What follows belongs to an exercise in optimizing a design on an open flow for small area, a short achievable clock period and few clock cycles; a production flow would make more cautious choices.
Where RTL was checked, it was by simulation tests only, not by an equivalence proof against the original.
For runs 1 to 3, only the layout was checked, not whether the RTL still works.
Power and IR drop assume default switching activity.

$ cat design.v
`default_nettype none
package deparser_pkg;
	typedef logic [8*8-1:0] seg_data_t;
	typedef logic [8-1:0] seg_keep_t;
	typedef logic [16*8-1:0] head_data_t;  
	typedef logic [16-1:0] head_keep_t;
	typedef logic [16/8-1:0] head_last_t;
	typedef logic [385-1:0] phv_t;
	typedef logic [12-1:0] vlan_id_t;
	typedef logic [$clog2(32)-1:0] table_addr_t;
	typedef logic [4*16-1:0] act_entry_t;  
	typedef logic [16-1:0] parse_act_t;
	typedef logic [1:0] field_kind_t;  
	typedef logic [47:0] field_val_t;
	typedef logic [6:0] byte_off_t;
	typedef enum logic [3:0] {IDLE, WAIT_RAM, START, PATCH, FLUSH_SEG0, FLUSH_SEG1,
		FLUSH_BODY, DROP_HEAD, DROP_BODY} depar_state_t;
	typedef enum logic [1:0] {WAIT_HDR, WAIT_ADDR, WAIT_DATA, FLUSH_REST} ctrl_state_t;
	typedef enum logic [1:0] {SEL_SEG0, SEL_SEG1, SEL_BODY} out_sel_t;
endpackage
`default_nettype wire
`timescale 1ns/1ps
`default_nettype none
module act_table_loader
(
	input wire clk,
	input wire aresetn,
	input deparser_pkg::seg_data_t ctrl_data,
	input wire ctrl_valid,
	input wire ctrl_last,
	output logic wr_en,
	output deparser_pkg::table_addr_t wr_addr,
	output logic [31:0] wr_data
);
	deparser_pkg::ctrl_state_t state;
	deparser_pkg::act_entry_t data_rev;
	logic [31:0] packed_acts;
	always_comb begin
		for (int i = 0; i < 8; i++)
			data_rev[8*i +: 8] = ctrl_data[8*(8-1-i) +: 8];
	end
	always_comb begin
		logic [7:0] act;
		int n;
		packed_acts = '0;
		n = 0;
		for (int a = 0; a < 4; a++) begin
			act[7:6] = (data_rev[16*(3-a)] && data_rev[16*(3-a)+10 +: 3] == 3'b000) ?
				data_rev[16*(3-a)+1 +: 2] : 2'b00;
			act[5:4] = data_rev[16*(3-a)+3 +: 2];
			act[3:0] = data_rev[16*(3-a)+6 +: 4];
			if (act[7:6] != 2'b00) begin
				packed_acts[8*n +: 8] = act;
				n = n + 1;
			end
		end
	end
	always_ff @(posedge clk) begin
		if (!aresetn) begin
			state <= deparser_pkg::WAIT_HDR;
			wr_en <= 1'b0;
		end else begin
			wr_en <= ctrl_valid && state == deparser_pkg::WAIT_DATA;
			if (ctrl_valid) begin
				case (state)
					deparser_pkg::WAIT_HDR: if (!ctrl_last) state <= deparser_pkg::WAIT_ADDR;
					deparser_pkg::WAIT_ADDR: begin
						if (ctrl_data[2:0] == 3'b101 && !ctrl_last)
							state <= deparser_pkg::WAIT_DATA;
						else
							state <= ctrl_last ? deparser_pkg::WAIT_HDR : deparser_pkg::FLUSH_REST;
					end
					deparser_pkg::WAIT_DATA:
						state <= ctrl_last ? deparser_pkg::WAIT_HDR : deparser_pkg::FLUSH_REST;
					deparser_pkg::FLUSH_REST: if (ctrl_last) state <= deparser_pkg::WAIT_HDR;
				endcase
			end
		end
	end
	always_ff @(posedge clk) begin
		if (ctrl_valid && state == deparser_pkg::WAIT_ADDR)
			wr_addr <= ctrl_data[8 +: $clog2(32)];
		wr_data <= packed_acts;
	end
endmodule
`default_nettype wire
`timescale 1ns/1ps
`default_nettype none
module act_table_ram
(
	input wire clk,
	input wire wr_en,
	input deparser_pkg::table_addr_t wr_addr,
	input wire [31:0] wr_data,
	input deparser_pkg::table_addr_t rd_addr,
	output logic [31:0] rd_data
);
	logic [31:0] mem [32];
	always_ff @(posedge clk) begin
		if (wr_en)
			mem[wr_addr] <= wr_data;
	end
	assign rd_data = mem[rd_addr];
endmodule
`default_nettype wire
`timescale 1ns/1ps
`default_nettype none
module field_extract
(
	input deparser_pkg::phv_t phv,
	input wire [7:0] act,  
	output deparser_pkg::seg_data_t data,
	output deparser_pkg::head_keep_t wmask
);
	localparam int BASE_4B = 4 * 16;
	localparam int BASE_6B = BASE_4B + 4 * 32;
	logic [1:0] kind, idx;
	logic [3:0] off;
	logic [47:0] left;
	deparser_pkg::seg_data_t ordered;
	logic [5:0] span;
	assign kind = act[7:6];
	assign idx = act[5:4];
	assign off = act[3:0];
	always_comb begin
		left = '0;
		case (kind)
			2'b01: left[47:32] = phv[16*idx +: 16];
			2'b10: left[47:16] = phv[BASE_4B + 32*idx +: 32];
			default: left = phv[BASE_6B + 48*idx +: 48];
		endcase
		ordered = '0;
		for (int j = 0; j < 6; j++)
			ordered[8*j +: 8] = left[8*(5-j) +: 8];
		case (kind)
			2'b01: span = 6'b000011;
			2'b10: span = 6'b001111;
			2'b11: span = 6'b111111;
			default: span = 6'b000000;
		endcase
	end
	assign data = ({ordered, ordered} << (8*off[2:0])) >> 64;
	assign wmask = 16'(span) << off;
endmodule
`default_nettype wire
`timescale 1ns/1ps
`default_nettype none
module head_buffer
(
	input wire seg,
	input deparser_pkg::head_data_t ov,
	input deparser_pkg::head_keep_t ov_mask,
	input deparser_pkg::head_data_t head_data,
	output deparser_pkg::seg_data_t seg_data
);
	always_comb begin
		for (int p = 0; p < 8; p++) begin
			if (seg)
				seg_data[8*p +: 8] = ov_mask[8+p] ? ov[64 + 8*p +: 8] : head_data[64 + 8*p +: 8];
			else
				seg_data[8*p +: 8] = ov_mask[p] ? ov[8*p +: 8] : head_data[8*p +: 8];
		end
	end
endmodule
`default_nettype wire
`timescale 1ns/1ps
`default_nettype none
`default_nettype wire
`timescale 1ns/1ps
`default_nettype none
module deparser_top
(
	input wire clk,
	input wire aresetn,
	input deparser_pkg::phv_t phv,
	input wire phv_empty,
	output logic phv_rd_en,
	input deparser_pkg::vlan_id_t vlan_id,
	input wire vlan_empty,
	output logic vlan_rd_en,
	input deparser_pkg::head_data_t head_data,
	input deparser_pkg::head_keep_t head_keep,
	input deparser_pkg::head_last_t head_last,
	input wire head_empty,
	output logic head_rd_en,
	input deparser_pkg::seg_data_t body_data,
	input deparser_pkg::seg_keep_t body_keep,
	input wire body_last,
	input wire body_empty,
	output logic body_rd_en,
	output deparser_pkg::seg_data_t out_data,
	output deparser_pkg::seg_keep_t out_keep,
	output logic out_last,
	output logic out_valid,
	input wire out_ready,
	input deparser_pkg::seg_data_t ctrl_data,
	input wire ctrl_valid,
	input wire ctrl_last
);
	logic wr_en;
	deparser_pkg::table_addr_t wr_addr;
	logic [31:0] wr_data, lookup;
	deparser_pkg::table_addr_t rd_addr;
	act_table_loader u_loader (.clk(clk), .aresetn(aresetn), .ctrl_data(ctrl_data),
		.ctrl_valid(ctrl_valid), .ctrl_last(ctrl_last), .wr_en(wr_en), .wr_addr(wr_addr),
		.wr_data(wr_data));
	act_table_ram u_ram (.clk(clk), .wr_en(wr_en), .wr_addr(wr_addr), .wr_data(wr_data),
		.rd_addr(rd_addr), .rd_data(lookup));
	logic [31:0] e0, e0_n;
	deparser_pkg::table_addr_t i1;
	logic ev0, ev1, ev0_n, ev1_n;
	logic j0v, j0d, j1v, j1d, j0v_n, j0d_n, j1v_n, j1d_n;
	deparser_pkg::head_data_t ov0, ov1;
	deparser_pkg::head_keep_t om0, om1;
	logic full0, full1, drop0, drop1, wp, rp, pe_act, seg_q;
	logic full0_n, full1_n, drop0_n, drop1_n, wp_n, rp_n;
	logic pe_ok;   
	logic pe_fin;  
	logic k_drop;  
	logic k_send;  
	logic b_drop;  
	logic b_fwd1;  
	logic enq_e, deq_e, pe_go, pe_step, pe_done;
	logic b_pop, b_done, b_fwd, j_enq, j_enq_d;
	logic hasbody, last_seg, h_out, consume;
	deparser_pkg::seg_data_t pdata, patched;
	deparser_pkg::head_keep_t pcover;
	assign vlan_rd_en = !vlan_empty && !ev1;
	assign enq_e = vlan_rd_en;
	assign phv_rd_en = !phv_empty && (pe_fin || (pe_ok && phv[384]));
	assign pe_done = phv_rd_en;
	assign deq_e = pe_done;
	assign pe_go = pe_ok && !phv_empty;
	assign pe_step = pe_go && !phv[384];
	assign hasbody = head_last == 2'b00;
	assign last_seg = seg_q || head_last[0];
	assign h_out = !head_empty && out_ready && k_send;
	assign consume = !head_empty && (k_drop || (out_ready && k_send && last_seg));
	assign head_rd_en = consume;
	assign j_enq = consume && hasbody;
	assign j_enq_d = !k_send;
	assign b_pop = !body_empty && (b_drop || (b_fwd1 && out_ready));
	assign body_rd_en = b_pop;
	assign b_done = b_pop && body_last;
	assign b_fwd = b_pop && b_fwd1;
	assign rd_addr = ev1 ? i1 : vlan_id[8:4];
	always_comb begin
		ev0_n = ev1 || (ev0 && !deq_e) || enq_e;
		ev1_n = ev1 ? !deq_e : (ev0 && !deq_e && enq_e);
		if (ev1 ? deq_e : (!ev0 || deq_e))
			e0_n = lookup;
		else if (pe_step)
			e0_n = {8'h00, e0[31:8]};
		else
			e0_n = e0;
		j0v_n = j0v;
		j0d_n = j0d;
		j1v_n = j1v;
		j1d_n = j1d;
		if (b_done) begin
			j0v_n = j1v || j_enq;
			j0d_n = j1v ? j1d : j_enq_d;
			j1v_n = j1v && j_enq;
			j1d_n = j_enq_d;
		end else if (j_enq) begin
			if (j0v) begin
				j1v_n = 1'b1;
				j1d_n = j_enq_d;
			end else begin
				j0v_n = 1'b1;
				j0d_n = j_enq_d;
			end
		end
		wp_n = wp ^ pe_done;
		rp_n = rp ^ consume;
		full0_n = (pe_done && !wp) || (full0 && !(consume && !rp));
		full1_n = (pe_done && wp) || (full1 && !(consume && rp));
		drop0_n = (pe_done && !wp) ? phv[384] : drop0;
		drop1_n = (pe_done && wp) ? phv[384] : drop1;
	end
	always_ff @(posedge clk) begin
		if (!aresetn) begin
			ev0 <= 1'b0;
			ev1 <= 1'b0;
			j0v <= 1'b0;
			j1v <= 1'b0;
			full0 <= 1'b0;
			full1 <= 1'b0;
			wp <= 1'b0;
			rp <= 1'b0;
			pe_act <= 1'b0;
			seg_q <= 1'b0;
			pe_ok <= 1'b0;
			pe_fin <= 1'b0;
			k_drop <= 1'b0;
			k_send <= 1'b0;
			b_drop <= 1'b0;
			b_fwd1 <= 1'b0;
		end else begin
			ev0 <= ev0_n;
			ev1 <= ev1_n;
			j0v <= j0v_n;
			j1v <= j1v_n;
			full0 <= full0_n;
			full1 <= full1_n;
			wp <= wp_n;
			rp <= rp_n;
			if (pe_go)
				pe_act <= !pe_done;
			if (h_out)
				seg_q <= !last_seg;
			pe_ok <= ev0_n && !(wp_n ? full1_n : full0_n);
			pe_fin <= ev0_n && !(wp_n ? full1_n : full0_n) && e0_n[15:14] == 2'b00;
			k_drop <= (rp_n ? full1_n && drop1_n : full0_n && drop0_n) && !j1v_n;
			k_send <= (rp_n ? full1_n && !drop1_n : full0_n && !drop0_n) && !j1v_n &&
				!(j0v_n && !j0d_n) && !(j1v_n && !j1d_n);
			b_drop <= j0v_n && j0d_n;
			b_fwd1 <= j0v_n && !j0d_n;
		end
	end
	always_ff @(posedge clk) begin
		e0 <= e0_n;
		if (!ev1)
			i1 <= vlan_id[8:4];
		j0d <= j0d_n;
		j1d <= j1d_n;
		drop0 <= drop0_n;
		drop1 <= drop1_n;
	end
	field_extract u_fx (.phv(phv), .act(e0[7:0]), .data(pdata), .wmask(pcover));
	always_ff @(posedge clk) begin
		if (pe_step && !wp) begin
			for (int k = 0; k < 16; k++) begin
				if (pcover[k])
					ov0[8*k +: 8] <= pdata[8*(k%8) +: 8];
				om0[k] <= pcover[k] || (pe_act && om0[k]);
			end
		end
		if (pe_step && wp) begin
			for (int k = 0; k < 16; k++) begin
				if (pcover[k])
					ov1[8*k +: 8] <= pdata[8*(k%8) +: 8];
				om1[k] <= pcover[k] || (pe_act && om1[k]);
			end
		end
	end
	head_buffer u_head (.seg(seg_q), .ov(rp ? ov1 : ov0), .ov_mask(rp ? om1 : om0),
		.head_data(head_data), .seg_data(patched));
	always_ff @(posedge clk) begin
		out_data <= b_fwd1 ? body_data : patched;
		out_keep <= b_fwd1 ? body_keep : (seg_q ? head_keep[15:8] : head_keep[7:0]);
		out_last <= b_fwd1 ? body_last : (seg_q ? head_last[1] : head_last[0]);
	end
	always_ff @(posedge clk) begin
		if (!aresetn)
			out_valid <= 1'b0;
		else
			out_valid <= h_out || b_fwd;
	end
endmodule
`default_nettype wire
$ cat run.sh
#!/bin/bash
# synth_recipe.tcl (not shown) runs the flow's synth.tcl, then flattens the netlist and writes it again
# the make line also repeats each setting of config.mk as NAME=value (left out here)
make -C /OpenROAD-flow-scripts/flow DESIGN_CONFIG=/design/flow/config.mk WORK_HOME=/design/flow/orfs CLKGATE_MAP_FILE= SYNTH_SCRIPT=/design/flow/synth_recipe.tcl finish
$ cat config.mk
export PLATFORM = sky130hd
export DESIGN_NAME = deparser_top
export DESIGN_NICKNAME = deparser_top
export VERILOG_FILES = /design/flow/design.v
export SDC_FILE = /design/flow/constraint.sdc
export NUM_CORES = 8
export LEC_CHECK = 0
export CAP_MARGIN = 20
export CORE_MARGIN = 2
export CORE_UTILIZATION = 40
export SETUP_SLACK_MARGIN = 5.0
export SLEW_MARGIN = 20
export SYNTH_HIERARCHICAL = 1
export SYNTH_MINIMUM_KEEP_SIZE = 1000000
$ cat constraint.sdc
create_clock -name core_clock -period 9.0 [get_ports {clk}]
set_input_delay 1.8000 -clock core_clock [delete_from_list [all_inputs] [get_ports {clk}]]
set_output_delay 1.8000 -clock core_clock [all_outputs]
set_load 0.01 [all_outputs]
==> results of run 1 <==
-- synthesized netlist by cell type (4+ instances only) --
library cell	count	area share [%]
a31oi_1	10	0.097
nand2b_1	11	0.11
mux2i_1	405	6.3
buf_4	11	0.13
dfxtp_1	136	4.2
buf_2	59	0.46
o31ai_1	22	0.26
a211o_1	11	0.15
o22ai_1	16	0.15
a22oi_1	26	0.30
a22o_1	11	0.15
clkbuf_1	203	1.2
nand3b_1	7	0.081
or3b_2	4	0.054
a221o_1	4	0.062
o21ai_0	200	1.5
a21o_1	5	0.058
buf_1	35	0.20
a221oi_1	11	0.15
a21oi_1	79	0.61
nand2_1	884	5.1
a32oi_1	8	0.11
o2bb2ai_1	8	0.11
a311oi_1	32	0.43
nor2b_1	6	0.058
mux4_2	235	8.2
o21a_1	6	0.070
and3_1	300	2.9
o21ai_1	106	0.82
nand4_1	22	0.21
inv_2	8	0.046
nor4b_1	5	0.068
o41ai_1	21	0.28
nor2_1	167	0.97
nor3_1	26	0.20
nand3_1	41	0.32
inv_1	26	0.15
edfxtp_1	1347	63
and2_1	13	0.13
ha_1	18	0.35
or3_1	4	0.039
-- registers in the layout, indices dropped and copies added (netlist names), 2 cells and up --
signal / cells
out_keep: 8
e0: 32
om0: 16
u_loader.wr_addr: 5
om1: 16
u_loader.wr_data: 32
out_data: 64
u_ram.mem: 1024
u_loader.state: 2
i1: 5
ov1: 128
ov0: 128
-- what timing repair did --
item	CTS	global route
pin swaps	14	18
setup buffers	46	8
hold buffers	0	0
gates resized for setup	123	63
gates cloned	3	2
setup endpoints to repair	446	206
-- through the flow --
stage / total power (W) / util, % / setup WS [ns] / hold WS (ns)
2_1_floorplan: 0.01017 / - / 4.648 / 0.4545
3_3_place_gp: 0.01190 / 46.46 / 3.479 / 0.4709
3_5_place_dp: 0.01194 / 46.46 / 3.448 / 0.4801
4_1_cts: 0.01844 / 50.10 / 4.618 / 0.4923
5_1_grt: 0.01895 / 50.40 / 4.724 / 0.5319
6_report: 0.01844 / 50.42 / 4.733 / 0.4884
-- critical path, delay by kind of cell --
kind / cells / cell delay (ns)
AOI/OAI and AO/OA: 1 / 0.22
buffers and inverters: 2 / 0.24
and+or+nand+nor: 2 / 0.20
-- final cells by class --
cell class / instances / area, um2
antenna: 70 / 175.2
clock buffer: 206 / 4270
clock inverter: 86 / 854.6
fill: 13680 / 79610
inverter: 35 / 180.2
multi-input combinational: 2765 / 20820
sequential: 1483 / 43200
tap: 2160 / 2703
timing repair buffer: 881 / 8766
-- final timing paths --
kind | start | endpoint | slack, ns | cells past startpoint
max reg2reg | e0[5]$_DFFE_PP_ | ov1[10]$_DFFE_PP_ | 5.06 | 7
min reg2reg | drop1$_DFF_P_ | drop1$_DFF_P_ | 0.49 | 1
max | head_last[0] | head_rd_en | 4.73 | 5
min | drop1$_DFF_P_ | drop1$_DFF_P_ | 0.49 | 1
-- power groups by stage --
stage | clock (W) | combinational (W) | sequential [W]
after floorplan | 0 | 0.00208 | 0.00809
after global placement | 0 | 0.00375 | 0.00815
after detailed placement | 0 | 0.00379 | 0.00815
after CTS | 0.00655 | 0.00388 | 0.00801
after global routing | 0.00682 | 0.00411 | 0.00802
final | 0.00647 | 0.00396 | 0.00801
-- kinds of logic (layout without fill, tap and decap cells) --
family,count (synthesis),count (layout),synth area share [%]
buffers and inverters,345,1208,2.195
DFF,1483,1483,66.80
AOI/OAI and AO/OA,597,597,5.647
and+or+nand+nor,1502,1504,10.42
other,0,70,0
muxes,644,644,14.55
adders and majority gates,20,20,0.3949
-- metal layers --
metal	share of wire [%]	track usage, %	up-vias
met4	7.0	18.63	16
met1	36	34.21	22410
met5	0.047	0	-
met2	49	48.02	2126
met3	7.5	5.156	424
li1	-	-	19060
==> impl_metrics.env, run 1 <==
export IMPL_status="timing/DRC/antenna clean"
export IMPL_nNetsFinal=6034
export IMPL_slowest_delay_ns=0.22
export IMPL_die_w_um=406.0
export IMPL_end_kind="primary output"
export IMPL_vias_per_cell=5.729
export IMPL_arrival_ns=2.47
export IMPL_drtIter0Drc=4690
export IMPL_tightest_slew_ns=1.131
export IMPL_cellLeakagePower_nw=27.87
export IMPL_path_cells="buf_8 > o211a_1 > nor2_1 > nor2_2 > buf_2"
export IMPL_finalHoldViolations=0
export IMPL_tns_ns=0
export IMPL_clkPwrFrac_pct=35.1
export IMPL_dr_pass1_iters=6
export IMPL_worstSetupPathType="in -> out"
export IMPL_final_common_cell="edfxtp_1"
export IMPL_routed_wl_um=242300
export IMPL_drtAntennaViolNets=0
export IMPL_synth_distinct_cells=68
export IMPL_root_buffer="clkbuf_16"
export IMPL_synth_ff_type="edfxtp_1"
export IMPL_post_synth_instance_area_um2=64630
export IMPL_numPortBuffers=743
export IMPL_h_tree_depth=4
export IMPL_final_cell_mix="edfxtp_1 (1347), nand2_1 (877), clkdlybuf4s50_1 (705), mux2i_1 (396), and3_1 (300)"
export IMPL_setup_violations=0
export IMPL_place_hpwl_um=159400
export IMPL_cts_sinks=1483
export IMPL_num_rows=147
export IMPL_startpoint_type="input port"
export IMPL_cts_tree="built"
export IMPL_synth_avg_cell_area_um2=14.08
export IMPL_placedCellCount=7265
export IMPL_drc=0
export IMPL_globalRouteTotalUtil_pct=28.73
export IMPL_seq_area_frac_synth_pct=66.80
export IMPL_grt_max_degree=102
export IMPL_start_util_pct=40.25
export IMPL_async_reset_ff_share_pct=0
export IMPL_rsz0062_at_grt="true"
export IMPL_synthCells=4591
export IMPL_layout_drive_gt1_share_pct=14.00
export IMPL_fin_area_um2=80960
export IMPL_pwr_share_comb_pct=21.5
export IMPL_cts_clk_slew_worst_paths_ns=0.05
export IMPL_gr_total_overflow=0
export IMPL_placed_cell_area_um2=74600
export IMPL_maxCapViolCount=0
export IMPL_antenna_found_initial=60
export IMPL_gp_congestion=0.9606
export IMPL_area_growth_pct=25.27
export IMPL_internal_power_w=0.01304
export IMPL_finalClockSkew_ns=0.03514
export IMPL_stdcell_count=7686
export IMPL_slew_violations=0
export IMPL_fin_crit_ns=4.267
export IMPL_grt_pass1_vias=42530
export IMPL_wl_per_cell_um=31.52
export IMPL_cts_max_path_buffers=3
export IMPL_power_switching_w=0.005399
export IMPL_vias=44030
export IMPL_grt_pass1_wl_um=328600
export IMPL_synth_nets=5299
export IMPL_cts_buffers=160
export IMPL_yosys_warnings=11
export IMPL_synth_ff_latch_count=1483
export IMPL_seqPwrFrac_pct=43.4
export IMPL_ios=767
export IMPL_synth_edf_count=1347
export IMPL_switching_share_pct=29.27
export IMPL_slew_headroom_pct=24.51
export IMPL_power_density_nw_per_um2=227.8
export IMPL_finalCritPeriodShare_pct=47.41
export IMPL_crit_required_ns=7.20
export IMPL_core_um2=160600
export IMPL_max_clock_freq_ghz=0.2344
export IMPL_clock_latency_ns=0.80
export IMPL_worstPathMaxFanout=3
export IMPL_die_area_um2=164800
export IMPL_slowest_stage="o211a_1"
export IMPL_die_y_um=406.0
export IMPL_vdd_drop_max_uv=195.4
export IMPL_hold_class="reg -> reg"
==> inputs of run 2 (changes only) <==
--- a/config.mk
+++ b/config.mk
@@ -9,4 +9,7 @@
 export CORE_MARGIN = 2
 export CORE_UTILIZATION = 40
+export CTS_BUF_LIST = sky130_fd_sc_hd__clkbuf_16
+export CTS_CLUSTER_DIAMETER = 60
+export CTS_CLUSTER_SIZE = 24
 export SETUP_SLACK_MARGIN = 5.0
 export SLEW_MARGIN = 20
==> impl_metrics.env, run 2 <==
export IMPL_synthTopCellsByArea="edfxtp_1 (63%), mux4_2 (8.2%), mux2i_1 (6.3%), nand2_1 (5.1%), dfxtp_1 (4.2%)"
export IMPL_layout_drive_gt1_share_pct=14.25
export IMPL_synthCells=4591
export IMPL_r2r_start="e0[5]$_DFFE_PP_"
export IMPL_synth_edf_count=1347
export IMPL_grt_pass1_wl_um=326100
export IMPL_seq_area_frac_synth_pct=66.80
export IMPL_reg2reg_to="ov0[74]$_DFFE_PP_"
export IMPL_hold_buffers=0
export IMPL_slew_violations=0
export IMPL_power_density_nw_per_um2=217.7
export IMPL_cts_clk_slew_worst_paths_ns=0.08
export IMPL_async_reset_ff_share_pct=0
export IMPL_h_tree_depth=3
export IMPL_synth_ff_type="edfxtp_1"
export IMPL_numPortBuffers=743
export IMPL_hold_class="reg -> reg"
export IMPL_drc=0
export IMPL_drtAntennaViolNets=0
export IMPL_drtIter0Drc=4364
export IMPL_final_common_cell="edfxtp_1"
export IMPL_num_rows=147
export IMPL_yosysMostFrequentCell="edfxtp_1"
export IMPL_place_hpwl_um=159400
export IMPL_yosysTopAreaCell="edfxtp_1"
export IMPL_hold_depth=1
export IMPL_wl_per_cell_um=31.68
export IMPL_cts_tree="built"
export IMPL_grt_pass1_vias=41940
export IMPL_min_to="drop1$_DFF_P_"
export IMPL_worst_r2r_path_depth=7
export IMPL_end_kind="primary output"
export IMPL_largest_reg_flops=1024
export IMPL_die_w_um=406.0
export IMPL_maxCapViolCount=0
export IMPL_startpoint_type="input port"
export IMPL_setup_violations=0
export IMPL_worstPathMaxFanout=3
export IMPL_cellLeakagePower_nw=27.35
export IMPL_tns_ns=0
export IMPL_dr_pass1_iters=5
export IMPL_yosys_warnings=11
export IMPL_clock_latency_ns=0.77
export IMPL_slowest_delay_ns=0.22
export IMPL_vdd_drop_max_uv=173.1
export IMPL_yosysTopAreaCellShare_pct=62.58
export IMPL_finalHoldViolations=0
export IMPL_synth_ff_latch_count=1483
export IMPL_gp_congestion=0.9606
export IMPL_cts_buffers=111
export IMPL_slew_headroom_pct=25.27
export IMPL_antenna_found_initial=63
export IMPL_globalRouteTotalUtil_pct=28.48
export IMPL_placedCellCount=7265
export IMPL_slowest_stage="o211a_1"
export IMPL_rsz0062_at_grt="true"
export IMPL_fin_crit_ns=4.268
export IMPL_ios=767
export IMPL_post_synth_instance_area_um2=64630
export IMPL_die_y_um=406.0
export IMPL_start_util_pct=40.25
export IMPL_die_area_um2=164800
export IMPL_placed_cell_area_um2=74600
export IMPL_synth_avg_cell_area_um2=14.08
export IMPL_vias=43890
export IMPL_synth_distinct_cells=68
export IMPL_stdcell_count=7625
export IMPL_root_buffer="clkbuf_16"
export IMPL_routed_wl_um=241600
export IMPL_core_um2=160600
export IMPL_cts_max_path_buffers=3
export IMPL_arrival_ns=2.47
export IMPL_vias_per_cell=5.756
export IMPL_final_cell_mix="edfxtp_1 (1347), nand2_1 (876), clkdlybuf4s50_1 (702), mux2i_1 (396), and3_1 (300)"
export IMPL_fin_area_um2=80040
export IMPL_tightest_slew_ns=1.119
export IMPL_reg_top3="u_ram.mem x1024, ov0 x128, ov1 x128"
export IMPL_cts_sinks=1483
export IMPL_synthTopCellsByCount="edfxtp_1 (1347), nand2_1 (884), mux2i_1 (405)"
export IMPL_fill_cells=13780
export IMPL_area_growth_pct=23.84
export IMPL_r2r_slack_ns=5.13
export IMPL_grt_max_degree=102
export IMPL_max_clock_freq_ghz=0.2343
export IMPL_status="timing/DRC/antenna clean"
export IMPL_worstSetupPathType="in -> out"
export IMPL_hp_start="drop1$_DFF_P_"
export IMPL_top_register="u_ram.mem"
export IMPL_finalCritPeriodShare_pct=47.42
export IMPL_path_cells="buf_8 > o211a_1 > nor2_1 > nor2_2 > buf_2"
export IMPL_gr_total_overflow=0
export IMPL_synth_nets=5299
export IMPL_nNetsFinal=5987
export IMPL_crit_required_ns=7.20
export IMPL_finalClockSkew_ns=0.05908
## run 2: through the flow
| step | hold slack (ns) | utilization [%] | worst slack, ns | power (W) |
|---|---|---|---|---|
| final | 0.4948 | 49.85 | 4.732 | 0.01743 |
| after global routing | 0.5386 | 49.82 | 4.720 | 0.01791 |
| after CTS | 0.4989 | 49.42 | 4.595 | 0.01740 |
| after detailed placement | 0.4801 | 46.46 | 3.448 | 0.01194 |
| after global placement | 0.4709 | 46.46 | 3.479 | 0.01190 |
| after floorplan | 0.4545 | - | 4.648 | 0.01017 |
## run 2: worst max-delay path by stage
stage	endpoint	depth (start not counted)	start
floorplan	u_loader.wr_data[0]$_DFF_P_	13	ctrl_data[20]
global placement	u_loader.wr_data[11]$_DFF_P_	12	ctrl_data[2]
detailed placement	u_loader.wr_data[1]$_DFF_P_	13	ctrl_data[18]
CTS	ov0[65]$_DFFE_PP_	6	phv_empty
global route	head_rd_en	5	head_last[0]
finish	head_rd_en	5	head_last[0]
## run 2: layout make-up
type / count / area [um2] / share of cell area, %
Clock buffer: 112 / 2803 / 3.502
Inverter: 35 / 183.9 / 0.2298
Multi-Input combinational cell: 2765 / 20910 / 26.13
Tap cell: 2160 / 2703 / 3.376
Timing Repair Buffer: 883 / 8828 / 11.03
Sequential cell: 1483 / 43200 / 53.97
Antenna cell: 89 / 222.7 / 0.2782
Clock inverter: 98 / 1192 / 1.490
## run 2: worst max-delay path: cells and delay by family
family / cells / cell delay [ns]
compound gates: 1 / 0.22
buf+inv: 2 / 0.24
simple gates: 2 / 0.20
## run 2: kinds of logic after synthesis
kind of cell / after synthesis / synth area share [%]
flip-flops: 1483 / 66.80
AND/OR/NAND/NOR: 1502 / 10.42
AO/OA/AOI/OAI: 597 / 5.647
multiplexers: 644 / 14.55
adder cells (fa/ha/maj): 20 / 0.3949
buffers and inverters: 345 / 2.195
## run 2: power breakdown
group	switching (W)	leakage (nW)	internal (W)
sequential	0.000123	11.7	0.00788
combinational	0.00255	13.7	0.00143
clock	0.00274	1.95	0.00271
## run 2: timing repair
action | 4_1_cts | 5_1_grt
setup endpoints to repair | 462 | 212
hold endpoints to repair | 0 | 0
setup buffers | 43 | 11
gates cloned | 3 | 4
gates resized for setup | 148 | 83
pin swaps | 17 | 19
## run 2: per-layer routing
metal  vias up  track usage (%)  wire length, um  share of wire [%]
li1      18940                -                -                  -
met1     22350            34.21            87080                 36
met2      2136            47.41           119000                 49
met3       438            4.437            17670                7.3
met4        14            19.28            17760                7.4
met5         -                0               98              0.041
==> inputs of run 3 (changes only) <==
--- a/config.mk
+++ b/config.mk
@@ -9,7 +9,7 @@
 export CORE_MARGIN = 2
 export CORE_UTILIZATION = 40
-export CTS_BUF_LIST = sky130_fd_sc_hd__clkbuf_16
-export CTS_CLUSTER_DIAMETER = 60
-export CTS_CLUSTER_SIZE = 24
+export CTS_BUF_LIST = sky130_fd_sc_hd__clkbuf_8
+export CTS_CLUSTER_DIAMETER = 50
+export CTS_CLUSTER_SIZE = 14
 export SETUP_SLACK_MARGIN = 5.0
 export SLEW_MARGIN = 20
==> impl_metrics.env, run 3 <==
export IMPL_synthXorXnorAreaFrac_pct=0
export IMPL_die_area_um2=164800
export IMPL_synth_avg_cell_area_um2=14.08
export IMPL_start_util_pct=40.25
export IMPL_pwr_share_comb_pct=23.5
export IMPL_end_kind="primary output"
export IMPL_slew_headroom_pct=23.37
export IMPL_synthTopCellsByArea="edfxtp_1 (63%), mux4_2 (8.2%), mux2i_1 (6.3%), nand2_1 (5.1%), dfxtp_1 (4.2%)"
export IMPL_maxCapViolCount=0
export IMPL_stdcell_count=7697
export IMPL_finalHoldViolations=0
export IMPL_die_y_um=406.0
export IMPL_yosysTopAreaCellShare_pct=62.58
export IMPL_gp_congestion=0.9606
export IMPL_hold_buffers=0
export IMPL_setup_slack_ns=4.712
export IMPL_cts_buffers=154
export IMPL_reg2reg_to="ov0[62]$_DFFE_PP_"
export IMPL_h_tree_depth=4
export IMPL_post_synth_instance_area_um2=64630
export IMPL_cts_clk_slew_worst_paths_ns=0.09
export IMPL_synth_compound_area_share_pct=5.647
export IMPL_placedCellCount=7265
export IMPL_power_switching_w=0.005251
export IMPL_cts_sinks=1483
export IMPL_synthTopCellsByCount="edfxtp_1 (1347), nand2_1 (884), mux2i_1 (405)"
export IMPL_worst_r2r_path_depth=10
export IMPL_synth_edf_count=1347
export IMPL_path_cells="buf_8 > o211a_1 > nor2_1 > nor2_2 > buf_2"
export IMPL_ios=767
export IMPL_vdd_drop_max_uv=170.8
export IMPL_power_density_nw_per_um2=210.8
export IMPL_place_hpwl_um=159400
export IMPL_wl_per_cell_um=31.56
export IMPL_numPortBuffers=743
export IMPL_rsz0062_at_grt="true"
export IMPL_final_common_cell="edfxtp_1"
export IMPL_fin_area_um2=79250
export IMPL_area_growth_pct=22.62
export IMPL_cellLeakagePower_nw=27.08
export IMPL_layout_drive_gt1_share_pct=14.47
export IMPL_yosysMostFrequentCell="edfxtp_1"
export IMPL_synth_ff_type="edfxtp_1"
export IMPL_reg_top3="u_ram.mem x1024, ov0 x128, ov1 x128"
export IMPL_startpoint_type="input port"
export IMPL_r2r_start="e0[6]$_DFFE_PP_"
export IMPL_num_rows=147
export IMPL_seqPwrFrac_pct=47.9
export IMPL_slowest_stage="o211a_1"
export IMPL_min_to="drop1$_DFF_P_"
export IMPL_drtIter0Drc=4526
export IMPL_yosysTopAreaCell="edfxtp_1"
export IMPL_grt_max_degree=102
export IMPL_post_place_ws_ns=3.448
export IMPL_vias_per_cell=5.742
export IMPL_finalCritPeriodShare_pct=47.64
export IMPL_tightest_slew_ns=1.148
export IMPL_fin_crit_ns=4.288
export IMPL_slew_violations=0
export IMPL_nNetsFinal=6028
export IMPL_status="timing/DRC/antenna clean"
export IMPL_cts_tree="built"
export IMPL_worstPathMaxFanout=3
export IMPL_yosys_warnings=11
export IMPL_top_register="u_ram.mem"
export IMPL_finalClockSkew_ns=0.05910
export IMPL_crit_required_ns=7.20
export IMPL_setup_violations=0
export IMPL_arrival_ns=2.49
export IMPL_final_cell_mix="edfxtp_1 (1347), nand2_1 (877), clkdlybuf4s50_1 (720), mux2i_1 (401), and3_1 (300)"
export IMPL_clkPwrFrac_pct=28.6
export IMPL_clock_latency_ns=0.94
export IMPL_grt_pass1_wl_um=327500
export IMPL_max_clock_freq_ghz=0.2332
export IMPL_dr_pass1_iters=6
export IMPL_globalRouteTotalUtil_pct=28.66
export IMPL_drtAntennaViolNets=0
export IMPL_gr_total_overflow=0
export IMPL_total_power_w=0.01671
export IMPL_synth_distinct_cells=68
export IMPL_synth_simple_area_share_pct=10.42
export IMPL_die_w_um=406.0
export IMPL_internal_power_w=0.01146
export IMPL_seq_area_frac_synth_pct=66.80
export IMPL_tns_ns=0
export IMPL_largest_reg_flops=1024
export IMPL_root_buffer="clkbuf_8"
export IMPL_r2r_slack_ns=5.07
export IMPL_synth_top_family_by_area="multiplexers"
export IMPL_drc=0
export IMPL_synth_area_mux_share_pct=14.55
export IMPL_hp_start="drop1$_DFF_P_"
export IMPL_synth_nets=5299
export IMPL_antenna_found_initial=66
export IMPL_cts_max_path_buffers=3
export IMPL_hold_depth=1
export IMPL_slowest_delay_ns=0.22
export IMPL_hold_class="reg -> reg"
export IMPL_synth_fa_ha_area_share_pct=0.3949
export IMPL_core_um2=160600
export IMPL_placed_cell_area_um2=74600
export IMPL_worstSetupPathType="in -> out"
export IMPL_synthCells=4591
export IMPL_async_reset_ff_share_pct=0
export IMPL_vias=44200
export IMPL_switching_share_pct=31.43
export IMPL_synth_ff_latch_count=1483
export IMPL_grt_pass1_vias=42260
export IMPL_routed_wl_um=242900
-- run 3: per-stage QoR --
stage / utilization, % / hold WS [ns]
global placement: 46.46 / 0.4709
detailed placement: 46.46 / 0.4801
CTS: 48.92 / 0.5003
finish: 49.36 / 0.4964
floorplan: - / 0.4545
global route: 49.31 / 0.5386
-- run 3: logic make-up after synthesis --
| logic type | after synthesis |
|---|---|
| mux | 644 |
| compound gates | 597 |
| flops | 1483 |
| fa+ha+maj | 20 |
| buf+inv | 345 |
| simple gates | 1502 |
-- run 3: how the worst max path moves through the flow --
stage                                   end     startpoint  depth (start not counted)  slack, ns
6_report                         head_rd_en   head_last[0]                          5       4.71
5_1_grt                          head_rd_en   head_last[0]                          5       4.71
4_1_cts                          head_rd_en   head_last[0]                          5       4.76
3_5_place_dp    u_loader.wr_data[1]$_DFF_P_  ctrl_data[18]                         13       3.45
3_3_place_gp   u_loader.wr_data[11]$_DFF_P_   ctrl_data[2]                         12       3.48
2_1_floorplan   u_loader.wr_data[0]$_DFF_P_  ctrl_data[20]                         13       4.65
-- run 3: final cells by class --
type / instances / area, um2
fill: 13920 / 81310
tap: 2160 / 2703
timing repair inverter: 1 / 11.26
clock inverter: 116 / 1169
antenna: 97 / 242.7
sequential: 1483 / 43200
clock buffer: 160 / 2202
timing repair buffer: 880 / 8738
inverter: 35 / 175.2
multi-input combinational: 2765 / 20820
-- run 3: layer usage --
metal | global-route usage [%] | wire, um | share of wire [%] | up-vias
li1 | - | - | - | 19010
met1 | 34.03 | 87380 | 36 | 22480
met2 | 47.50 | 120000 | 49 | 2261
met3 | 5.392 | 18860 | 7.8 | 426
met4 | 19.22 | 16600 | 6.8 | 14
met5 | 0 | 89 | 0.037 | -
-- run 3: what timing repair did --
action | in CTS | in global routing
resized for setup | 116 | 68
pin swaps | 9 | 18
cloned | 3 | 2
setup endpoints to repair | 365 | 50
buffers inserted | 35 | 19
-- run 3: power by group through the flow --
stage | sequential (W) | combinational, W | clock [W]
floorplan | 0.00809 | 0.00208 | 0
global placement | 0.00815 | 0.00375 | 0
detailed placement | 0.00815 | 0.00379 | 0
CTS | 0.00800 | 0.00386 | 0.00485
global route | 0.00801 | 0.00409 | 0.00510
finish | 0.00800 | 0.00393 | 0.00478
-- run 3: worst max-delay path: cells and delay by family --
family / cells / cell delay (ns)
buf+inv: 2 / 0.24
compound gates: 1 / 0.22
simple gates: 2 / 0.22
==> inputs of run 4 (changes only) <==
--- a/design.v
+++ b/design.v
@@ -214,9 +214,10 @@
 	deparser_pkg::head_keep_t om0, om1;
 	logic full0, full1, drop0, drop1, wp, rp, pe_act, seg_q;
-	logic full0_n, full1_n, drop0_n, drop1_n, wp_n, rp_n;
+	logic full0_n, full1_n, drop0_n, drop1_n, wp_n, rp_n, seg_n, kd_n, ks_n;
 	logic pe_ok;   
 	logic pe_fin;  
-	logic k_drop;  
 	logic k_send;  
+	logic k_go;    
+	logic k_seg0;  
 	logic b_drop;  
 	logic b_fwd1;  
@@ -232,9 +233,9 @@
 	assign deq_e = pe_done;
 	assign pe_go = pe_ok && !phv_empty;
-	assign pe_step = pe_go && !phv[384];
+	assign pe_step = pe_go;
 	assign hasbody = head_last == 2'b00;
 	assign last_seg = seg_q || head_last[0];
 	assign h_out = !head_empty && out_ready && k_send;
-	assign consume = !head_empty && (k_drop || (out_ready && k_send && last_seg));
+	assign consume = !head_empty && out_ready && (k_go || (k_seg0 && head_last[0]));
 	assign head_rd_en = consume;
 	assign j_enq = consume && hasbody;
@@ -278,4 +279,8 @@
 		drop0_n = (pe_done && !wp) ? phv[384] : drop0;
 		drop1_n = (pe_done && wp) ? phv[384] : drop1;
+		seg_n = h_out ? !last_seg : seg_q;
+		kd_n = (rp_n ? full1_n && drop1_n : full0_n && drop0_n) && !j1v_n;
+		ks_n = (rp_n ? full1_n && !drop1_n : full0_n && !drop0_n) && !j1v_n &&
+			!(j0v_n && !j0d_n) && !(j1v_n && !j1d_n);
 	end
 	always_ff @(posedge clk) begin
@@ -293,6 +298,7 @@
 			pe_ok <= 1'b0;
 			pe_fin <= 1'b0;
-			k_drop <= 1'b0;
 			k_send <= 1'b0;
+			k_go <= 1'b0;
+			k_seg0 <= 1'b0;
 			b_drop <= 1'b0;
 			b_fwd1 <= 1'b0;
@@ -308,11 +314,10 @@
 			if (pe_go)
 				pe_act <= !pe_done;
-			if (h_out)
-				seg_q <= !last_seg;
+			seg_q <= seg_n;
 			pe_ok <= ev0_n && !(wp_n ? full1_n : full0_n);
 			pe_fin <= ev0_n && !(wp_n ? full1_n : full0_n) && e0_n[15:14] == 2'b00;
-			k_drop <= (rp_n ? full1_n && drop1_n : full0_n && drop0_n) && !j1v_n;
-			k_send <= (rp_n ? full1_n && !drop1_n : full0_n && !drop0_n) && !j1v_n &&
-				!(j0v_n && !j0d_n) && !(j1v_n && !j1d_n);
+			k_send <= ks_n;
+			k_go <= kd_n || (ks_n && seg_n);
+			k_seg0 <= ks_n && !seg_n;
 			b_drop <= j0v_n && j0d_n;
 			b_fwd1 <= j0v_n && !j0d_n;
@@ -330,5 +335,5 @@
 	field_extract u_fx (.phv(phv), .act(e0[7:0]), .data(pdata), .wmask(pcover));
 	always_ff @(posedge clk) begin
-		if (pe_step && !wp) begin
+		if (pe_ok && !wp) begin
 			for (int k = 0; k < 16; k++) begin
 				if (pcover[k])
@@ -337,5 +342,5 @@
 			end
 		end
-		if (pe_step && wp) begin
+		if (pe_ok && wp) begin
 			for (int k = 0; k < 16; k++) begin
 				if (pcover[k])
==> impl_metrics.env, run 4 <==
export IMPL_grt_pass1_wl_um=325100
export IMPL_slowest_delay_ns=0.30
export IMPL_vias=45700
export IMPL_placedCellCount=7649
export IMPL_synth_ff_latch_count=1484
export IMPL_synthTopCellsByArea="edfxtp_1 (63%), nand2_1 (6.8%), mux4_2 (6.1%), mux2i_1 (5.5%), nand3_1 (4.3%)"
export IMPL_wl_per_cell_um=30.27
export IMPL_cts_clk_slew_worst_paths_ns=0.08
export IMPL_finalClockSkew_ns=0.07045
export IMPL_largest_reg_flops=1024
export IMPL_vdd_drop_max_uv=168.1
export IMPL_synth_ff_type="edfxtp_1"
export IMPL_yosysTopAreaCell="edfxtp_1"
export IMPL_synth_avg_cell_area_um2=12.95
export IMPL_stdcell_count=7982
export IMPL_synth_edf_count=1347
export IMPL_power_density_nw_per_um2=212.3
export IMPL_synth_nets=5704
export IMPL_place_hpwl_um=157600
export IMPL_layout_drive_gt1_share_pct=11.27
export IMPL_pwr_share_comb_pct=24.3
export IMPL_rsz0062_at_grt="true"
export IMPL_maxCapViolCount=0
export IMPL_gr_total_overflow=0
export IMPL_cts_max_path_buffers=3
export IMPL_start_util_pct=40.29
export IMPL_worstSetupPathType="in -> out"
export IMPL_path_cells="buf_12 > nor2_4 > buf_6"
export IMPL_root_buffer="clkbuf_8"
export IMPL_ios=767
export IMPL_drc=0
export IMPL_async_reset_ff_share_pct=0
export IMPL_finalHoldViolations=0
export IMPL_die_area_um2=164900
export IMPL_slowest_stage="nor2_4"
export IMPL_drtAntennaViolNets=0
export IMPL_reg_top3="u_ram.mem x1024, ov0 x128, ov1 x128"
export IMPL_yosys_warnings=11
export IMPL_h_tree_depth=4
export IMPL_path_buf_inv=2
export IMPL_synth_distinct_cells=61
export IMPL_cp_top_family="simple AND/OR/NAND/NOR gates"
export IMPL_setup_violations=0
export IMPL_globalRouteTotalUtil_pct=28.34
export IMPL_final_common_cell="edfxtp_1"
export IMPL_post_synth_instance_area_um2=64690
export IMPL_max_clock_freq_ghz=0.2396
export IMPL_synthCells=4996
export IMPL_numPortBuffers=743
export IMPL_num_rows=147
export IMPL_cts_tree="built"
export IMPL_slew_headroom_pct=25.55
export IMPL_fill_cells=14060
export IMPL_grt_max_degree=139
export IMPL_finalCritPeriodShare_pct=46.38
export IMPL_drtIter0Drc=6115
export IMPL_cts_sinks=1484
export IMPL_startpoint="vlan_empty"
export IMPL_r2r_start="e0[5]$_DFFE_PP_"
export IMPL_gp_congestion=0.9378
export IMPL_top_register="u_ram.mem"
export IMPL_hold_class="reg -> reg"
export IMPL_area_growth_pct=21.46
export IMPL_end_kind="primary output"
export IMPL_clkPwrFrac_pct=26.9
export IMPL_switching_share_pct=31.69
export IMPL_synthTopCellsByCount="edfxtp_1 (1347), nand2_1 (1179), nand3_1 (550)"
export IMPL_dr_pass1_iters=6
export IMPL_seq_area_frac_synth_pct=66.77
export IMPL_slew_violations=0
export IMPL_status="timing/DRC/antenna clean"
export IMPL_yosysTopAreaCellShare_pct=62.53
export IMPL_crit_required_ns=7.20
export IMPL_fin_crit_ns=4.174
export IMPL_cts_buffers=147
export IMPL_vias_per_cell=5.725
export IMPL_hp_start="j1d$_DFF_P_"
export IMPL_core_um2=160600
export IMPL_die_y_um=406.1
export IMPL_nNetsFinal=6381
export IMPL_startpoint_type="input port"
export IMPL_arrival_ns=2.37
export IMPL_clock_latency_ns=0.95
export IMPL_tns_ns=0
export IMPL_seqPwrFrac_pct=48.8
export IMPL_die_w_um=406.1
export IMPL_hold_buffers=0
export IMPL_cellLeakagePower_nw=26.77
export IMPL_routed_wl_um=241600
export IMPL_internal_power_w=0.01139
export IMPL_power_switching_w=0.005286
export IMPL_final_cell_mix="edfxtp_1 (1347), nand2_1 (1173), clkdlybuf4s50_1 (719), nand3_1 (550), mux2i_1 (347)"
export IMPL_antenna_found_initial=71
export IMPL_yosysMostFrequentCell="edfxtp_1"
export IMPL_grt_pass1_vias=42110
export IMPL_tightest_slew_ns=1.113
export IMPL_worstPathMaxFanout=2
## run 4: logic make-up (layout without fill, tap and decap cells)
| family | count (synthesis) | in the layout | share of synthesized area (%) |
|---|---|---|---|
| other | 0 | 29 | 0 |
| and+or+nand+nor | 2056 | 2056 | 13.64 |
| DFF | 1484 | 1484 | 66.77 |
| muxes | 535 | 535 | 11.73 |
| buffers and inverters | 372 | 1169 | 2.408 |
| adders and majority gates | 21 | 21 | 0.4101 |
| AOI/OAI and AO/OA | 528 | 528 | 5.043 |
## run 4: final timing paths
kind | endpoint | slack [ns] | cells after the start
min | j1d$_DFF_P_ | 0.47 | 2
max | vlan_rd_en | 4.83 | 3
max reg2reg | ov0[63]$_DFFE_PP_ | 5.09 | 9
min reg2reg | j1d$_DFF_P_ | 0.47 | 2
## run 4: power by group through the flow
stage	registers (W)	clock network, W	logic (W)
3_3_place_gp	0.00829	0	0.00384
6_report	0.00814	0.00449	0.00406
5_1_grt	0.00815	0.00481	0.00427
3_5_place_dp	0.00829	0	0.00388
4_1_cts	0.00814	0.00455	0.00396
2_1_floorplan	0.00818	0	0.00219
## run 4: cell type report
cell class	count	area (um2)	area share, %
diodes	29	72.57	0.09237
flip-flops and latches	1484	43210	55.00
clock buffers	158	2175	2.768
well taps	2160	2703	3.440
repair buffers	861	8707	11.08
inverters	37	185.2	0.2357
repair inverters	2	17.52	0.02230
clock inverters	111	938.4	1.194
multi-input cells	3140	20560	26.16
## run 4: tightest hold or removal path: stages (launching register included)
cell     delay, ns
dfxtp_1       0.32
inv_1         0.05
mux2i_1       0.06
## run 4: per-stage QoR
stage	cell area [um2]	hold slack (ns)	power, W	util (%)	setup slack (ns)
3_3_place_gp	74570	0.4380	0.01213	46.44	3.150
5_1_grt	78510	0.4838	0.01723	48.90	4.831
2_1_floorplan	64830	0.4284	0.01037	-	4.654
4_1_cts	78190	0.4764	0.01665	48.70	4.779
6_report	78570	0.4748	0.01668	48.93	4.826
3_5_place_dp	74570	0.4565	0.01217	46.44	3.121
## run 4: what timing repair did
| item | CTS | global route |
|---|---|---|
| setup buffers | 14 | 13 |
| resized for setup | 112 | 49 |
| pin swaps | 9 | 12 |
| gates cloned | 7 | 1 |
| endpoints found under the setup margin | 127 | 106 |
| endpoints found under the hold margin | 0 | 0 |
## run 4: per-layer routing
layer / part of all wire, % / GRT usage, %
met1: 41 / 40.02
met2: 44 / 42.16
met3: 12 / 8.649
met4: 2.8 / 8.159
met5: 0.11 / 0
Testbench counts of run 4, summed over its fixed seeds: cycles 7,778.
==> inputs of run 5 (changes only) <==
==> flow/run.sh (new file) <==
#!/bin/bash
set -uo pipefail
export BUFFER_PORTS_ARGS="-buffer_cell sky130_fd_sc_hd__buf_1"
export CTS_ARGS="-sink_clustering_enable -repair_clock_nets -dont_use_dummy_load -sink_clustering_size 14 -sink_clustering_max_diameter 50 -buf_list sky130_fd_sc_hd__clkbuf_8"
bash standard.sh > standard.log 2>&1
status=$?
exit $status
==> standard.sh (new file) <==
#!/bin/bash
# synth_recipe.tcl (not shown) runs the flow's synth.tcl, then flattens the netlist and writes it again
# the make line also repeats each setting of config.mk as NAME=value (left out here)
make -C /OpenROAD-flow-scripts/flow DESIGN_CONFIG=/design/flow/config.mk WORK_HOME=/design/flow/orfs CLKGATE_MAP_FILE= SYNTH_SCRIPT=/design/flow/synth_recipe.tcl "${@:-finish}"
removed: run.sh
==> impl_metrics.env, run 5 <==
export IMPL_tns_ns=0
export IMPL_synth_ff_type="edfxtp_1"
export IMPL_final_cell_mix="edfxtp_1 (1347), nand2_1 (1176), buf_1 (733), nand3_1 (550), mux2i_1 (351)"
export IMPL_cts_clk_slew_worst_paths_ns=0.09
export IMPL_crit_required_ns=9.70
export IMPL_worstSetupPathType="in -> reg"
export IMPL_cts_tree="built"
export IMPL_start_util_pct=40.29
export IMPL_nNetsFinal=6362
export IMPL_slowest_stage="bufinv_16"
export IMPL_grt_max_degree=132
export IMPL_synthTopCellsByCount="edfxtp_1 (1347), nand2_1 (1179), nand3_1 (550)"
export IMPL_synth_edf_count=1347
export IMPL_gp_congestion=0.9393
export IMPL_yosysMostFrequentCell="edfxtp_1"
export IMPL_fin_util_pct=45.23
export IMPL_fin_crit_ns=4.193
export IMPL_finalClockSkew_ns=0.1386
export IMPL_stdcell_count=7840
export IMPL_dr_pass1_iters=6
export IMPL_hold_buffers=0
export IMPL_grt_pass1_vias=42230
export IMPL_cts_sinks=1484
export IMPL_vdd_drop_max_uv=140.7
export IMPL_arrival_ns=4.90
export IMPL_regArea_um2=43220
export IMPL_area_growth_pct=12.26
export IMPL_slew_headroom_pct=24.11
export IMPL_largest_reg_flops=1024
export IMPL_setup_slack_ns=4.807
export IMPL_path_cells="buf_1 > mux2i_4 > bufinv_16 > buf_8 > mux4_2 > nand2_1 > o2111ai_1 > nor4_1 > a211oi_1 > nor3b_1"
export IMPL_antenna_found_initial=62
export IMPL_vias_per_cell=5.847
export IMPL_yosysTopAreaCellShare_pct=62.53
export IMPL_drtAntennaViolNets=0
export IMPL_die_area_um2=164900
export IMPL_cp_top_family="buffers and inverters"
export IMPL_die_w_um=406.1
export IMPL_synthCells=4996
export IMPL_post_synth_instance_area_um2=64690
export IMPL_drc=0
export IMPL_numPortBuffers=743
export IMPL_wl_per_cell_um=30.26
export IMPL_placed_cell_area_um2=69850
export IMPL_synth_distinct_cells=61
export IMPL_num_rows=147
export IMPL_synth_nets=5704
export IMPL_reg_top3="u_ram.mem x1024, ov0 x128, ov1 x128"
export IMPL_end_kind="register"
export IMPL_yosys_warnings=11
export IMPL_cellLeakagePower_nw=23.91
export IMPL_final_common_cell="edfxtp_1"
export IMPL_drtIter0Drc=5887
export IMPL_place_hpwl_um=156000
export IMPL_rsz0062_at_grt="true"
export IMPL_path_buf_inv=3
export IMPL_slew_violations=0
export IMPL_routed_wl_um=237200
export IMPL_maxCapViolCount=0
export IMPL_worstPathMaxFanout=104
export IMPL_ios=767
export IMPL_yosysTopAreaCell="edfxtp_1"
export IMPL_seq_area_frac_synth_pct=66.77
export IMPL_finalCritPeriodShare_pct=46.59
export IMPL_die_y_um=406.1
export IMPL_fin_area_um2=72620
export IMPL_slowest_delay_ns=0.56
export IMPL_tightest_slew_ns=1.134
export IMPL_finalHoldViolations=0
export IMPL_synthTopCellsByArea="edfxtp_1 (63%), nand2_1 (6.8%), mux4_2 (6.1%), mux2i_1 (5.5%), nand3_1 (4.3%)"
export IMPL_max_clock_freq_ghz=0.2385
export IMPL_async_reset_ff_share_pct=0
export IMPL_grt_pass1_wl_um=321200
export IMPL_multi_input_area_um2=20510
export IMPL_gr_total_overflow=0
export IMPL_clock_latency_ns=0.92
export IMPL_core_um2=160600
export IMPL_h_tree_depth=4
export IMPL_top_register="u_ram.mem"
export IMPL_synth_ff_latch_count=1484
export IMPL_vias=45840
export IMPL_cts_max_path_buffers=3
export IMPL_power_density_nw_per_um2=214.4
export IMPL_synth_avg_cell_area_um2=12.95
export IMPL_globalRouteTotalUtil_pct=27.76
export IMPL_fill_cells=14660
export IMPL_layout_drive_gt1_share_pct=9.625
export IMPL_post_place_ws_ns=3.294
export IMPL_setup_violations=0
export IMPL_placedCellCount=7640
export IMPL_startpoint_type="input port"
export IMPL_root_buffer="clkbuf_8"
export IMPL_cts_buffers=149
export IMPL_status="timing/DRC/antenna clean"
export IMPL_hold_class="reg -> reg"
run 5: worst paths after layout:
check                  startpoint                 to  slack [ns]  depth (start not counted)
setup / recovery       vlan_id[4]  pe_fin$_SDFF_PN0_        4.81                         10
hold / removal        j1d$_DFF_P_        j1d$_DFF_P_        0.48                          2
hold reg to reg       j1d$_DFF_P_        j1d$_DFF_P_        0.48                          2
setup reg to reg  e0[6]$_DFFE_PP_  ov0[59]$_DFFE_PP_        5.05                         11
run 5: cell families after synthesis:
| family | after synthesis | share of synthesized area [%] |
|---|---|---|
| adder cells (fa/ha/maj) | 21 | 0.4101 |
| AO/OA/AOI/OAI | 528 | 5.043 |
| flip-flops | 1484 | 66.77 |
| multiplexers | 535 | 11.73 |
| buffers and inverters | 372 | 2.408 |
| AND/OR/NAND/NOR | 2056 | 13.64 |
run 5: cell type report:
type	count	area share, %
inverters	37	0.2533
repair buffers	842	5.355
multi-input cells	3140	28.24
well taps	2160	3.722
flip-flops and latches	1484	59.51
diodes	28	0.09649
clock buffers	149	2.824
run 5: per-stage QoR:
step / power [W] / hold WS [ns]
after global placement: 0.01185 / 0.4406
after global routing: 0.01608 / 0.5099
after floorplan: 0.01037 / 0.4284
final: 0.01557 / 0.4767
after detailed placement: 0.01190 / 0.4600
after CTS: 0.01553 / 0.4723
run 5: power by group:
part	switching (W)	total, W	internal, W
Sequential	0.000195	0.00814	0.00795
Combinational	0.00256	0.00378	0.00122
Clock	0.00217	0.00365	0.00147
run 5: per-layer routing:
metal / GRT usage [%] / share of wire (%) / vias to the layer above
met5: 0 / 0.11 / -
met4: 7.428 / 2.6 / 40
met3: 8.076 / 11 / 366
met2: 41.74 / 45 / 2481
met1: 39.29 / 41 / 23170
li1: - / - / 19780
run 5: worst min-delay path, delay by kind of cell, from the launching register on:
family   cells  cell delay [ns]
flops        1             0.33
buf+inv      1             0.05
mux          1             0.05
run 5: what timing repair did:
action / CTS / global route
gates resized for setup: 68 / 20
hold endpoints to repair: 0 / 0
endpoints found under the setup margin: 302 / 41
pin swaps: 6 / 2
buffers inserted: 10 / 6
gates cloned: 5 / 1
==> inputs of run 6 (changes only) <==
==> flow/run.sh (replaced) <==
#!/bin/bash
set -uo pipefail
here=$(pwd)
export BUFFER_PORTS_ARGS="-buffer_cell sky130_fd_sc_hd__buf_1"
export CTS_ARGS="-sink_clustering_enable -repair_clock_nets -dont_use_dummy_load -sink_clustering_size 14 -sink_clustering_max_diameter 50 -buf_list sky130_fd_sc_hd__clkbuf_8"
export IO_CONSTRAINTS="$here/flow/io.tcl"
bash standard.sh > standard.log 2>&1
==> flow/io.tcl (new file) <==
# Keep the FIFO handshake pins and the output handshake next to each other, so the
# paths from an empty flag to its read enable stay short.
set ctl {vlan_empty vlan_rd_en phv_empty phv_rd_en phv[384] head_empty head_rd_en head_last[0] head_last[1] body_empty body_rd_en body_last out_ready out_valid}
set_io_pin_constraint -pin_names $ctl -region right:180-220
==> impl_metrics.env, run 6 <==
export IMPL_tightest_slew_ns=1.148
export IMPL_synth_nets=5704
export IMPL_start_util_pct=40.29
export IMPL_rsz0062_at_grt="true"
export IMPL_cts_max_path_buffers=3
export IMPL_grt_max_degree=134
export IMPL_numPortBuffers=743
export IMPL_clock_latency_ns=0.95
export IMPL_synthTopCellsByCount="edfxtp_1 (1347), nand2_1 (1179), nand3_1 (550)"
export IMPL_internal_power_w=0.01068
export IMPL_largest_reg_flops=1024
export IMPL_area_growth_pct=12.41
export IMPL_grtUsageMet1_pct=39.62
export IMPL_finalClockSkew_ns=0.1692
export IMPL_worstPathMaxFanout=2
export IMPL_cts_sinks=1484
export IMPL_antenna_found_initial=59
export IMPL_seqPwrFrac_pct=52.1
export IMPL_routed_wl_um=237800
export IMPL_grt_pass1_vias=41610
export IMPL_yosysTopAreaCellShare_pct=62.53
export IMPL_use_met2_pct=40.71
export IMPL_clkPwrFrac_pct=23.8
export IMPL_die_w_um=406.1
export IMPL_switching_share_pct=31.66
export IMPL_max_clock_freq_ghz=0.2408
export IMPL_busiest_layer="met2"
export IMPL_slew_violations=0
export IMPL_maxCapViolCount=0
export IMPL_stdcell_count=7880
export IMPL_worstSetupPathType="in -> out"
export IMPL_cts_tree="built"
export IMPL_setup_violations=0
export IMPL_cellLeakagePower_nw=23.95
export IMPL_fin_util_pct=45.29
export IMPL_gr_total_overflow=0
export IMPL_pwr_share_comb_pct=24.1
export IMPL_drtAntennaViolNets=0
export IMPL_vias_per_cell=5.804
export IMPL_h_tree_depth=4
export IMPL_final_cell_mix="edfxtp_1 (1347), nand2_1 (1176), buf_1 (733), nand3_1 (550), mux2i_1 (354)"
export IMPL_layout_drive_gt1_share_pct=9.670
export IMPL_cts_clk_slew_worst_paths_ns=0.06
export IMPL_end_kind="primary output"
export IMPL_num_rows=147
export IMPL_drc=0
export IMPL_grt_pass1_wl_um=321300
export IMPL_finalCritPeriodShare_pct=46.14
export IMPL_vias=45740
export IMPL_hold_buffers=0
export IMPL_synth_avg_cell_area_um2=12.95
export IMPL_synth_distinct_cells=61
export IMPL_root_buffer="clkbuf_8"
export IMPL_yosysMostFrequentCell="edfxtp_1"
export IMPL_synth_ff_type="edfxtp_1"
export IMPL_synthCells=4996
export IMPL_die_y_um=406.1
export IMPL_synth_ff_latch_count=1484
export IMPL_post_synth_instance_area_um2=64690
export IMPL_place_hpwl_um=154000
export IMPL_drtIter0Drc=6446
export IMPL_slew_headroom_pct=23.44
export IMPL_use_met3_pct=8.740
export IMPL_fin_crit_ns=4.153
export IMPL_power_switching_w=0.004945
export IMPL_placedCellCount=7655
export IMPL_yosys_warnings=11
export IMPL_fill_cells=14580
export IMPL_arrival_ns=2.35
export IMPL_hold_class="reg -> reg"
export IMPL_finalHoldViolations=0
export IMPL_power_density_nw_per_um2=214.8
export IMPL_dr_pass1_iters=6
export IMPL_cts_buffers=154
export IMPL_nNetsFinal=6377
export IMPL_async_reset_ff_share_pct=0
export IMPL_reg_top3="u_ram.mem x1024, ov0 x128, ov1 x128"
export IMPL_synthTopCellsByArea="edfxtp_1 (63%), nand2_1 (6.8%), mux4_2 (6.1%), mux2i_1 (5.5%), nand3_1 (4.3%)"
export IMPL_top_register="u_ram.mem"
export IMPL_tns_ns=0
export IMPL_vdd_drop_max_uv=160.3
export IMPL_crit_required_ns=7.20
export IMPL_globalRouteTotalUtil_pct=27.84
export IMPL_die_area_um2=164900
export IMPL_status="timing/DRC/antenna clean"
export IMPL_final_common_cell="edfxtp_1"
export IMPL_core_um2=160600
export IMPL_synth_edf_count=1347
export IMPL_wl_per_cell_um=30.18
export IMPL_ios=767
export IMPL_gp_congestion=0.9393
export IMPL_yosysTopAreaCell="edfxtp_1"
export IMPL_startpoint_type="input port"
export IMPL_seq_area_frac_synth_pct=66.77
[run 6: worst max-delay path, cell delays in order]
cell and delay, ns:
buf_8 0.09, a21oi_4 0.05, nor3b_4 0.23, buf_2 0.18
[run 6: what timing repair did]
| item | 4_1_cts | 5_1_grt |
|---|---|---|
| cloned | 2 | 2 |
| pin swaps | 7 | 5 |
| endpoints found under the setup margin | 172 | 41 |
| resized for setup | 59 | 30 |
| setup buffers | 7 | 6 |
[run 6: final cells by class]
type / instances / area, um2 / area share (%)
Inverter: 37 / 186.4 / 0.2564
Tap cell: 2160 / 2703 / 3.717
Timing Repair Buffer: 850 / 3857 / 5.305
Antenna cell: 53 / 132.6 / 0.1824
Timing Repair inverter: 1 / 8.758 / 0.01204
Multi-Input combinational cell: 3141 / 20500 / 28.19
Clock buffer: 154 / 2120 / 2.915
Sequential cell: 1484 / 43210 / 59.42
[run 6: per-layer routing]
layer	share of wire [%]	up-vias	routed length [um]
met5	0.072	-	172
met4	2.7	28	6415
met3	12	374	28820
met2	44	2609	104100
met1	41	22870	98320
li1	-	19850	-
[run 6: stage by stage]
stage,hold WS (ns),setup slack (ns),total power (W),instance area [um2]
finish,0.4638,4.847,0.01562,72710
global route,0.4992,4.842,0.01613,72640
CTS,0.4559,4.835,0.01560,72390
detailed placement,0.4440,3.543,0.01193,69950
global placement,0.4398,3.531,0.01189,69950
floorplan,0.4284,4.654,0.01037,64830
[run 6: power groups by stage]
stage          logic (W)  registers (W)  clock network, W
6_report         0.00377        0.00813           0.00372
3_5_place_dp     0.00365        0.00829                 0
3_3_place_gp     0.00361        0.00828                 0
5_1_grt          0.00396        0.00815           0.00401
2_1_floorplan    0.00219        0.00818                 0
4_1_cts          0.00369        0.00813           0.00377
[run 6: cells by family (layout without fill, tap and decap cells)]
| group | Yosys count | after routing | synth area share, % |
|---|---|---|---|
| muxes | 535 | 535 | 11.73 |
| other | 0 | 53 | 0 |
| and+or+nand+nor | 2056 | 2056 | 13.64 |
| DFF | 1484 | 1484 | 66.77 |
| adders and majority gates | 21 | 21 | 0.4101 |
| AOI/OAI and AO/OA | 528 | 529 | 5.043 |
| buffers and inverters | 372 | 1042 | 2.408 |
[run 6: path summary, 6_finish.rpt]
path | cells past startpoint | from | slack (ns) | endpoint
worst max-delay path | 4 | head_last[0] | 4.85 | head_rd_en
worst min-delay path | 2 | j1d$_DFF_P_ | 0.46 | j1d$_DFF_P_
worst max register to register | 9 | e0[5]$_DFFE_PP_ | 5.09 | ov0[92]$_DFFE_PP_
worst min register to register | 2 | j1d$_DFF_P_ | 0.46 | j1d$_DFF_P_

==> what the ideal ports hide <==
Ports are ideal in the flow. The routed layouts listed here were re-timed in OpenROAD.
Step 1, drivers: a clkbuf_16 drives clk and a buf_2 each remaining input, both assumed.
Step 2, shift: input delay + t, output delay - t, t = (earliest + latest rising clock arrival at the registers) / 2. This alone moves slack from input paths to output paths.
a / b / c = no drivers / after step 1 / after step 2; a / b = the first two.
run	t, ns	setup slack, ns	worst register clock-pin slew, ns
run 1	0.856	4.733 / 4.675 / 4.048	0.07 / 0.07
run 2	0.827	4.732 / 4.674 / 4.125	0.09 / 0.09
run 3	0.984	4.712 / 4.651 / 3.867	0.10 / 0.10
run 4	0.988	4.826 / 4.721 / 3.911	0.10 / 0.10
run 5	0.933	4.807 / 4.733 / 3.927	0.09 / 0.09
run 6	0.928	4.847 / 4.795 / 3.994	0.10 / 0.10
After both steps setup and hold are still met in every run listed. The setup slack of run 4, which loses most, moves by -0.105 ns with the drivers and by -0.915 ns with both steps.
